Context: an optimization exercise on an open-source flow, tuned for small area. The choices shown serve that exercise and are no tape-out recipe. Only simulation tests tie the RTL to the original design; equivalence was not proved. Power and IR drop assume default switching activity.

==> job 7635: inputs <==
==> flow/design.v <==
`timescale 1ns / 1ps
package swea_pkg;
	localparam int TIME_W = 31;
	localparam int REF_W = 32;
	localparam int TAG_W = 31;
	localparam int RANK_CNT_W = 9;
	localparam int RANK_W = 8;
	localparam int MAX_WINDOWS_PER_EVENT = 32;
	localparam int CNT_W = $clog2(MAX_WINDOWS_PER_EVENT + 1);
	localparam int DIV_W = 31;
	localparam int DIV_STEP_W = $clog2(DIV_W);
	localparam int ADDR_W = 4;
	localparam int DATA_W = 32;
	localparam logic [RANK_CNT_W-1:0] RANK_LIMIT = RANK_CNT_W'(256);
	localparam logic [1:0] REG_SLIDE = 2'd0;
	localparam logic [1:0] REG_RANGE = 2'd1;
	localparam logic [1:0] REG_RANKS = 2'd2;
	localparam logic KIND_ASSIGN = 1'b0;
	localparam logic KIND_SUMMARY = 1'b1;
	typedef struct packed {
		logic [TIME_W-1:0] evt_stamp;
		logic [REF_W-1:0] event_ref;
		logic [TAG_W-1:0] message_tag;
		logic end_of_message;
	} evt_item_t;
	typedef struct packed {
		logic result_kind;
		logic [TIME_W-1:0] window_id;
		logic [RANK_W-1:0] target_rank;
		logic [REF_W-1:0] out_event_ref;
		logic [TAG_W-1:0] out_message_tag;
		logic [TIME_W-1:0] span_low;
		logic [TIME_W-1:0] span_high;
		logic last;
	} res_item_t;
	typedef struct packed {
		logic start;
		logic [DIV_W-1:0] dividend;
		logic [DIV_W-1:0] divisor;
	} div_req_t;
	typedef struct packed {
		logic busy;
		logic done;
		logic [DIV_W-1:0] quot;
		logic [DIV_W-1:0] rem;
	} div_rsp_t;
endpackage
`timescale 1ns / 1ps
`timescale 1ns / 1ps
module sliding_window_event_assigner_core (
	input  logic                              clk,
	input  logic                              arst_n,
	input  logic                              evt_valid,
	output logic                              evt_ready,
	input  logic [swea_pkg::TIME_W-1:0]       evt_stamp,
	input  logic [swea_pkg::REF_W-1:0]        evt_ref,
	input  logic [swea_pkg::TAG_W-1:0]        evt_tag,
	input  logic                              evt_eom,
	output logic                              res_valid,
	input  logic                              res_ready,
	output logic                              res_kind,
	output logic [swea_pkg::TIME_W-1:0]       res_window_id,
	output logic [swea_pkg::RANK_W-1:0]       res_rank,
	output logic [swea_pkg::REF_W-1:0]        res_ref,
	output logic [swea_pkg::TAG_W-1:0]        res_tag,
	output logic [swea_pkg::TIME_W-1:0]       res_span_low,
	output logic [swea_pkg::TIME_W-1:0]       res_span_high,
	output logic                              res_last,
	input  logic                              psel,
	input  logic                              penable,
	input  logic                              pwrite,
	input  logic [swea_pkg::ADDR_W-1:0]       paddr,
	input  logic [swea_pkg::DATA_W-1:0]       pwdata,
	output logic [swea_pkg::DATA_W-1:0]       prdata,
	output logic                              pready
);
	localparam int TW = swea_pkg::TIME_W;
	localparam logic [3:0] ST_IDLE = 4'd0;
	localparam logic [3:0] ST_DIVC = 4'd1;
	localparam logic [3:0] ST_DIVN = 4'd2;
	localparam logic [3:0] ST_SUBP = 4'd3;
	localparam logic [3:0] ST_INCP = 4'd4;
	localparam logic [3:0] ST_DIVR = 4'd5;
	localparam logic [3:0] ST_EMIT = 4'd6;
	localparam logic [3:0] ST_SUMM = 4'd7;
	localparam logic [3:0] ST_CLRP = 4'd8;
	localparam logic [3:0] ST_ZERO = 4'd9;
	logic [3:0] st_q;
	logic [TW-1:0] slide_q;
	logic [TW-1:0] range_q;
	logic [8:0] ranks_q;
	logic [TW-1:0] lown_q;
	logic [TW-1:0] hign_q;
	logic hgt_q, hlt_q, lgt_q, llt_q;
	logic [swea_pkg::REF_W-1:0] ref_q;
	logic [swea_pkg::TAG_W-1:0] tag_q;
	logic eom_q;
	logic [TW-1:0] w_q;
	logic [TW-1:0] r_q;
	logic [5:0] k_q;
	logic [4:0] j_q;
	logic cy_q;
	logic neg_q;
	logic [TW-1:0] slide_eff;
	logic [8:0] ranks_eff;
	logic in_bit;
	logic [TW:0] sh;
	logic [TW:0] diff;
	logic [9:0] diff_lo;
	logic [TW-8:0] diff_hi;
	logic [8:0] dsr_lo;
	logic ge;
	logic last_step;
	logic [5:0] k_nxt;
	logic kb;
	logic ab;
	logic sum_bit;
	logic cy_nxt;
	logic taken;
	logic [8:0] r_inc;
	logic [7:0] r_up;
	logic hbit;
	logic lbit;
	logic summ;
	logic cfg_wr;
	always_comb begin
		slide_eff = {slide_q[TW-1:1], slide_q[0] | (slide_q == '0)};
		ranks_eff = ranks_q[8] ? 9'd256 : {ranks_q[7:1], ranks_q[0] | (ranks_q[7:0] == '0)};
		dsr_lo = (st_q == ST_DIVR) ? ranks_eff : slide_eff[8:0];
		in_bit = (st_q == ST_DIVC) ? range_q[TW-1] : w_q[TW-1];
		sh = {r_q, in_bit};
		diff_lo = {1'b0, sh[8:0]} - {1'b0, dsr_lo};
		diff_hi = {1'b0, sh[TW:9]} - {2'b0, slide_eff[TW-1:9]} - (TW-7)'(diff_lo[9]);
		diff = {diff_hi[TW-9:0], diff_lo[8:0]};
		ge = (st_q == ST_DIVR) ? !diff_lo[9] : !diff_hi[TW-8];
		last_step = j_q == 5'd30;
		k_nxt = k_q[5] ? k_q : (k_q[4] ? 6'd32 : {k_q[4:0], ge});
		kb = (j_q < 5'd5) ? k_q[j_q[2:0]] : 1'b0;
		ab = (st_q == ST_SUBP) && !kb;
		sum_bit = w_q[0] ^ ab ^ cy_q;
		cy_nxt = (w_q[0] & ab) | (cy_q & (w_q[0] ^ ab));
		taken = res_ready;
		r_inc = {1'b0, r_q[7:0]} + 9'd1;
		r_up = (r_inc == ranks_eff) ? 8'd0 : r_inc[7:0];
		hbit = hgt_q ? ge : (hlt_q ? !hign_q[TW-1] : (ge | !hign_q[TW-1]));
		lbit = lgt_q ? !lown_q[TW-1] : (llt_q ? w_q[TW-1] : (w_q[TW-1] & !lown_q[TW-1]));
		summ = st_q == ST_SUMM;
		cfg_wr = psel && penable && pwrite;
	end
	assign evt_ready = st_q == ST_IDLE;
	assign res_valid = (st_q == ST_EMIT) || summ;
	assign res_kind = summ;
	assign res_window_id = w_q;
	assign res_rank = r_q[7:0];
	assign res_ref = summ ? '0 : ref_q;
	assign res_tag = tag_q;
	assign res_span_low = ~(lown_q | {TW{!summ}});
	assign res_span_high = ~(hign_q | {TW{!summ}});
	assign res_last = summ || ((k_q == '0) && !eom_q);
	assign pready = st_q != ST_DIVC;
	always_comb begin
		case (paddr[3:2])
			swea_pkg::REG_SLIDE: prdata = {1'b0, slide_q};
			swea_pkg::REG_RANGE: prdata = {1'b0, range_q};
			swea_pkg::REG_RANKS: prdata = {23'd0, ranks_q};
			default: prdata = '0;
		endcase
	end
	always_ff @(posedge clk or negedge arst_n) begin
		if (!arst_n) begin
			st_q <= ST_CLRP;
			j_q <= '0;
			slide_q <= TW'(1);
			range_q <= TW'(1);
			ranks_q <= 9'd1;
		end else begin
			if ((st_q == ST_DIVC) || (st_q == ST_DIVN) || (st_q == ST_SUBP) || (st_q == ST_INCP)
					|| (st_q == ST_DIVR) || (st_q == ST_CLRP) || (st_q == ST_ZERO))
				j_q <= last_step ? 5'd0 : j_q + 5'd1;
			if (cfg_wr) begin
				case (paddr[3:2])
					swea_pkg::REG_SLIDE: slide_q <= pwdata[TW-1:0];
					swea_pkg::REG_RANGE: range_q <= pwdata[TW-1:0];
					swea_pkg::REG_RANKS: ranks_q <= pwdata[8:0];
					default: begin
					end
				endcase
			end
			case (st_q)
				ST_IDLE: begin
					if (evt_valid) st_q <= ST_DIVC;
				end
				ST_DIVC: begin
					range_q <= {range_q[TW-2:0], range_q[TW-1]};
					if (last_step) begin
						if (k_nxt == '0) st_q <= eom_q ? ST_ZERO : ST_IDLE;
						else st_q <= ST_DIVN;
					end
				end
				ST_DIVN: begin
					if (last_step) st_q <= ST_SUBP;
				end
				ST_SUBP: begin
					if (last_step) st_q <= cy_nxt ? ST_DIVR : ST_INCP;
				end
				ST_INCP: begin
					if (last_step) st_q <= !neg_q ? ST_EMIT : (cy_nxt ? ST_DIVR : ST_INCP);
				end
				ST_DIVR: begin
					if (last_step) st_q <= ST_EMIT;
				end
				ST_EMIT: begin
					if (taken) begin
						if (k_q == '0) st_q <= eom_q ? ST_ZERO : ST_IDLE;
						else st_q <= ST_INCP;
					end
				end
				ST_SUMM: begin
					if (taken) st_q <= ST_CLRP;
				end
				ST_CLRP: begin
					if (last_step) st_q <= ST_IDLE;
				end
				ST_ZERO: begin
					if (last_step) st_q <= ST_SUMM;
				end
				default: st_q <= ST_IDLE;
			endcase
		end
	end
	always_ff @(posedge clk) begin
		case (st_q)
			ST_IDLE: begin
				if (evt_valid) begin
					ref_q <= evt_ref;
					tag_q <= evt_tag;
					eom_q <= evt_eom;
					w_q <= evt_stamp;
					r_q <= '0;
					k_q <= '0;
				end
			end
			ST_DIVC: begin
				r_q <= last_step ? '0 : (ge ? diff[TW-1:0] : sh[TW-1:0]);
				k_q <= k_nxt;
				hgt_q <= 1'b0;
				hlt_q <= 1'b0;
			end
			ST_DIVN: begin
				w_q <= {w_q[TW-2:0], ge};
				hign_q <= {hign_q[TW-2:0], !hbit};
				r_q <= last_step ? '0 : (ge ? diff[TW-1:0] : sh[TW-1:0]);
				if (last_step) k_q <= k_q - 6'd1;
				if (!hgt_q && !hlt_q) begin
					hgt_q <= ge & hign_q[TW-1];
					hlt_q <= !ge & !hign_q[TW-1];
				end
				cy_q <= 1'b1;
			end
			ST_SUBP: begin
				w_q <= {sum_bit, w_q[TW-1:1]};
				cy_q <= last_step ? 1'b1 : cy_nxt;
				neg_q <= !cy_nxt;
				lgt_q <= 1'b0;
				llt_q <= 1'b0;
			end
			ST_INCP: begin
				w_q <= {sum_bit, w_q[TW-1:1]};
				cy_q <= last_step ? 1'b1 : cy_nxt;
				if (last_step) begin
					k_q <= k_q - 6'd1;
					neg_q <= neg_q & !cy_nxt;
				end
			end
			ST_DIVR: begin
				w_q <= {w_q[TW-2:0], w_q[TW-1]};
				r_q <= ge ? diff[TW-1:0] : sh[TW-1:0];
				lown_q <= {lown_q[TW-2:0], !lbit};
				if (!lgt_q && !llt_q) begin
					lgt_q <= w_q[TW-1] & lown_q[TW-1];
					llt_q <= !w_q[TW-1] & !lown_q[TW-1];
				end
			end
			ST_EMIT: begin
				if (taken) begin
					if (k_q == '0) r_q <= '0;
					else r_q[7:0] <= r_up;
				end
			end
			ST_CLRP: begin
				lown_q <= {lown_q[TW-2:0], 1'b0};
				hign_q <= {hign_q[TW-2:0], 1'b1};
			end
			ST_ZERO: begin
				w_q <= {w_q[TW-2:0], 1'b0};
			end
			default: begin
			end
		endcase
	end
endmodule
==> flow/flow/run.sh <==
#!/bin/bash
# own layout flow: the standard flow (standard.sh) unchanged for synthesis, then the
# rest of the standard flow with two layout choices made explicit:
#  - every input and output port still gets its own buffer, but a small one (buf_1)
#  - the clock tree uses clkbuf_8 buffers, larger sink clusters and no dummy loads
# each step writes its full output to a log file in the work folder
set -euo pipefail
bash standard.sh synth > synth.log 2>&1
bash standard.sh \
	"BUFFER_PORTS_ARGS=-buffer_cell sky130_fd_sc_hd__buf_1" \
	"CTS_ARGS=-sink_clustering_enable -repair_clock_nets -dont_use_dummy_load -buf_list sky130_fd_sc_hd__clkbuf_8 -sink_clustering_size 16 -sink_clustering_max_diameter 60" \
	finish > layout.log 2>&1
==> flow/standard.sh <==
#!/bin/bash
# synth_recipe.tcl (not shown) runs the flow's synth.tcl, then flattens the netlist and writes it again
# the make line also repeats each setting of config.mk as NAME=value (left out here)
make -C /OpenROAD-flow-scripts/flow DESIGN_CONFIG=/design/flow/config.mk WORK_HOME=/design/flow/orfs CLKGATE_MAP_FILE= SYNTH_SCRIPT=/design/flow/synth_recipe.tcl "${@:-finish}"
==> flow/config.mk <==
export PLATFORM = sky130hd
export DESIGN_NAME = sliding_window_event_assigner_core
export DESIGN_NICKNAME = sliding_window_event_assigner_core
export VERILOG_FILES = /design/flow/design.v
export SDC_FILE = /design/flow/constraint.sdc
export NUM_CORES = 4
export LEC_CHECK = 0
export ABC_AREA = 1
export CAP_MARGIN = 20
export CORE_MARGIN = 2
export CORE_UTILIZATION = 40
export SLEW_MARGIN = 20
==> flow/constraint.sdc <==
create_clock -name core_clock -period 10.0 [get_ports {clk}]
set_input_delay 2.0000 -clock core_clock [delete_from_list [all_inputs] [get_ports {clk}]]
set_output_delay 2.0000 -clock core_clock [all_outputs]
set_load 0.01 [all_outputs]
==> job 4587 (differences from job 7635) <==
==> flow/flow/run.sh (replaced) <==
#!/bin/bash
# own layout flow:
#  1. the standard synthesis, unchanged (standard.sh synth)
#  2. the logic between the flip-flops mapped again by abc with an area script
#     (flow/resyn.tcl); every flip-flop keeps its instance, name and cell type
#  3. the rest of the standard flow, with two layout choices made explicit:
#     every input and output port still gets its own buffer, but a small one (buf_1),
#     and the clock tree uses clkbuf_8 buffers, small sink clusters and no dummy loads
# each step writes its full output to a log file in the work folder
set -euo pipefail
RES=orfs/results/$FLOW_PLATFORM/sliding_window_event_assigner_core/base
bash standard.sh synth > synth.log 2>&1
cp $RES/1_2_yosys.v 1_2_yosys.standard.v
export RESYN_LIB=$FLOW_HOME/platforms/$FLOW_PLATFORM/lib/sky130_fd_sc_hd__tt_025C_1v80.lib
export RESYN_FF_CELLS="$(grep -o 'sky130_fd_sc_hd__[a-z]*df[a-z]*_[0-9]*' 1_2_yosys.standard.v | sort -u | tr '\n' ' ')"
export RESYN_DONT_USE="$(sed -n '/DONT_USE_CELLS/,/^$/p' $FLOW_HOME/platforms/$FLOW_PLATFORM/config.mk | grep -o 'sky130_fd_sc_hd__[a-z0-9_]*' | sed 's/^/-dont_use /' | tr '\n' ' ')"
export RESYN_IN=$PWD/1_2_yosys.standard.v
export RESYN_OUT=$PWD/1_2_yosys.resyn.v
${YOSYS_EXE:-yosys} -c flow/resyn.tcl > resyn.log 2>&1
cp 1_2_yosys.resyn.v $RES/1_2_yosys.v
rm -f $RES/1_synth.odb $RES/1_synth.sdc
bash standard.sh synth > synth_odb.log 2>&1
bash standard.sh \
	"BUFFER_PORTS_ARGS=-buffer_cell sky130_fd_sc_hd__buf_1" \
	"CTS_ARGS=-sink_clustering_enable -repair_clock_nets -dont_use_dummy_load -buf_list sky130_fd_sc_hd__clkbuf_8 -sink_clustering_size 16 -sink_clustering_max_diameter 60" \
	finish > layout.log 2>&1
==> flow/flow/resyn.tcl (new file) <==
# combinational re-mapping of the standard synthesis netlist, for area
# the flip-flops are kept as they are (same instances, names and cell types): they are
# black boxes here, and only the logic between them is mapped again by abc
yosys read_liberty -ignore_miss_func $::env(RESYN_LIB)
yosys blackbox {*}$::env(RESYN_FF_CELLS)
yosys read_verilog $::env(RESYN_IN)
yosys hierarchy -top $::env(FLOW_TOP)
yosys flatten
yosys rename -hide w:*.*
yosys opt_clean -purge
set a3 "strash;dc2;dch,-f;amap;strash;dc2;dch,-f;amap;strash;dch,-f;amap"
yosys abc -liberty $::env(RESYN_LIB) {*}$::env(RESYN_DONT_USE) -script "+$a3;topo"
yosys opt_clean -purge
yosys hilomap -singleton -hicell sky130_fd_sc_hd__conb_1 HI -locell sky130_fd_sc_hd__conb_1 LO
yosys splitnets
yosys opt_clean -purge
yosys insbuf -buf sky130_fd_sc_hd__buf_1 A X
yosys stat -liberty $::env(RESYN_LIB)
yosys write_verilog -noattr -nohex -nodec $::env(RESYN_OUT)
--- a/flow/config.mk
+++ b/flow/config.mk
@@ -6,7 +6,6 @@
 export NUM_CORES = 4
 export LEC_CHECK = 0
-export ABC_AREA = 1
-export CAP_MARGIN = 20
+export CAP_MARGIN = 0
 export CORE_MARGIN = 2
-export CORE_UTILIZATION = 40
-export SLEW_MARGIN = 20
+export CORE_UTILIZATION = 65
+export SLEW_MARGIN = 0
==> summary of the runs <==
Job 4587 went through all stages and came out clean. Job 7635 finished clean.
In job 7635 the clock power is larger than in job 4587, by about 13%.
Of job 4587 and job 7635, job 4587 has the higher utilization (gap 31 points).
Via count: job 7635 is larger than job 4587 (about 7%).
Against job 4587, the critical path depth of job 7635 is lower by 42.
==> figures <==
metric                                                             job 4587        job 7635
Via count of the first global-routing pass                           11,000          11,900
Met2 Resource Use GR                                                  53.9%           33.5%
Run status                                                   finished clean  finished clean
Met3 capacity usage during global routing                             6.61%           4.52%
Placed instance area                                             0.0148 mm2      0.0165 mm2
Routed wl met2                                                      17.2 mm         18.5 mm
Power in sequential cells                                           2.14 mW         2.17 mW
Relative contribution of combinational cells to total power           43.6%           51.2%
Static power due to leakage                                         5.26 nW         7.29 nW
Antenna cell count                                                        3               1

## port drivers added, routing unchanged
How much do the figures lean on ideal ports? The routed layouts below were timed once more, with nothing changed but the port constraints. Step 1 sets driving cells, clkbuf_16 on the clock port and buf_2 on the other inputs (assumed; they add their load-dependent delay and slew). Step 2, shift: input delay + t, output delay - t, t = (earliest + latest rising clock arrival at the registers) / 2. This alone moves slack from input paths to output paths. Slacks: no drivers / after step 1 / after step 2; pairs: no drivers / after step 1.
run | t, ns | slack for setup (ns) | worst setup path at the end
job 7635 | 0.646 | 4.123 / 4.071 / 4.071 | input to output
job 4587 | 0.595 | 0.854 / 0.854 / 0.854 | register to register
After both steps setup and hold are still met in every run listed. The setup slack of job 7635, which loses most, moves by -0.052 ns with the drivers and by -0.052 ns with both steps.
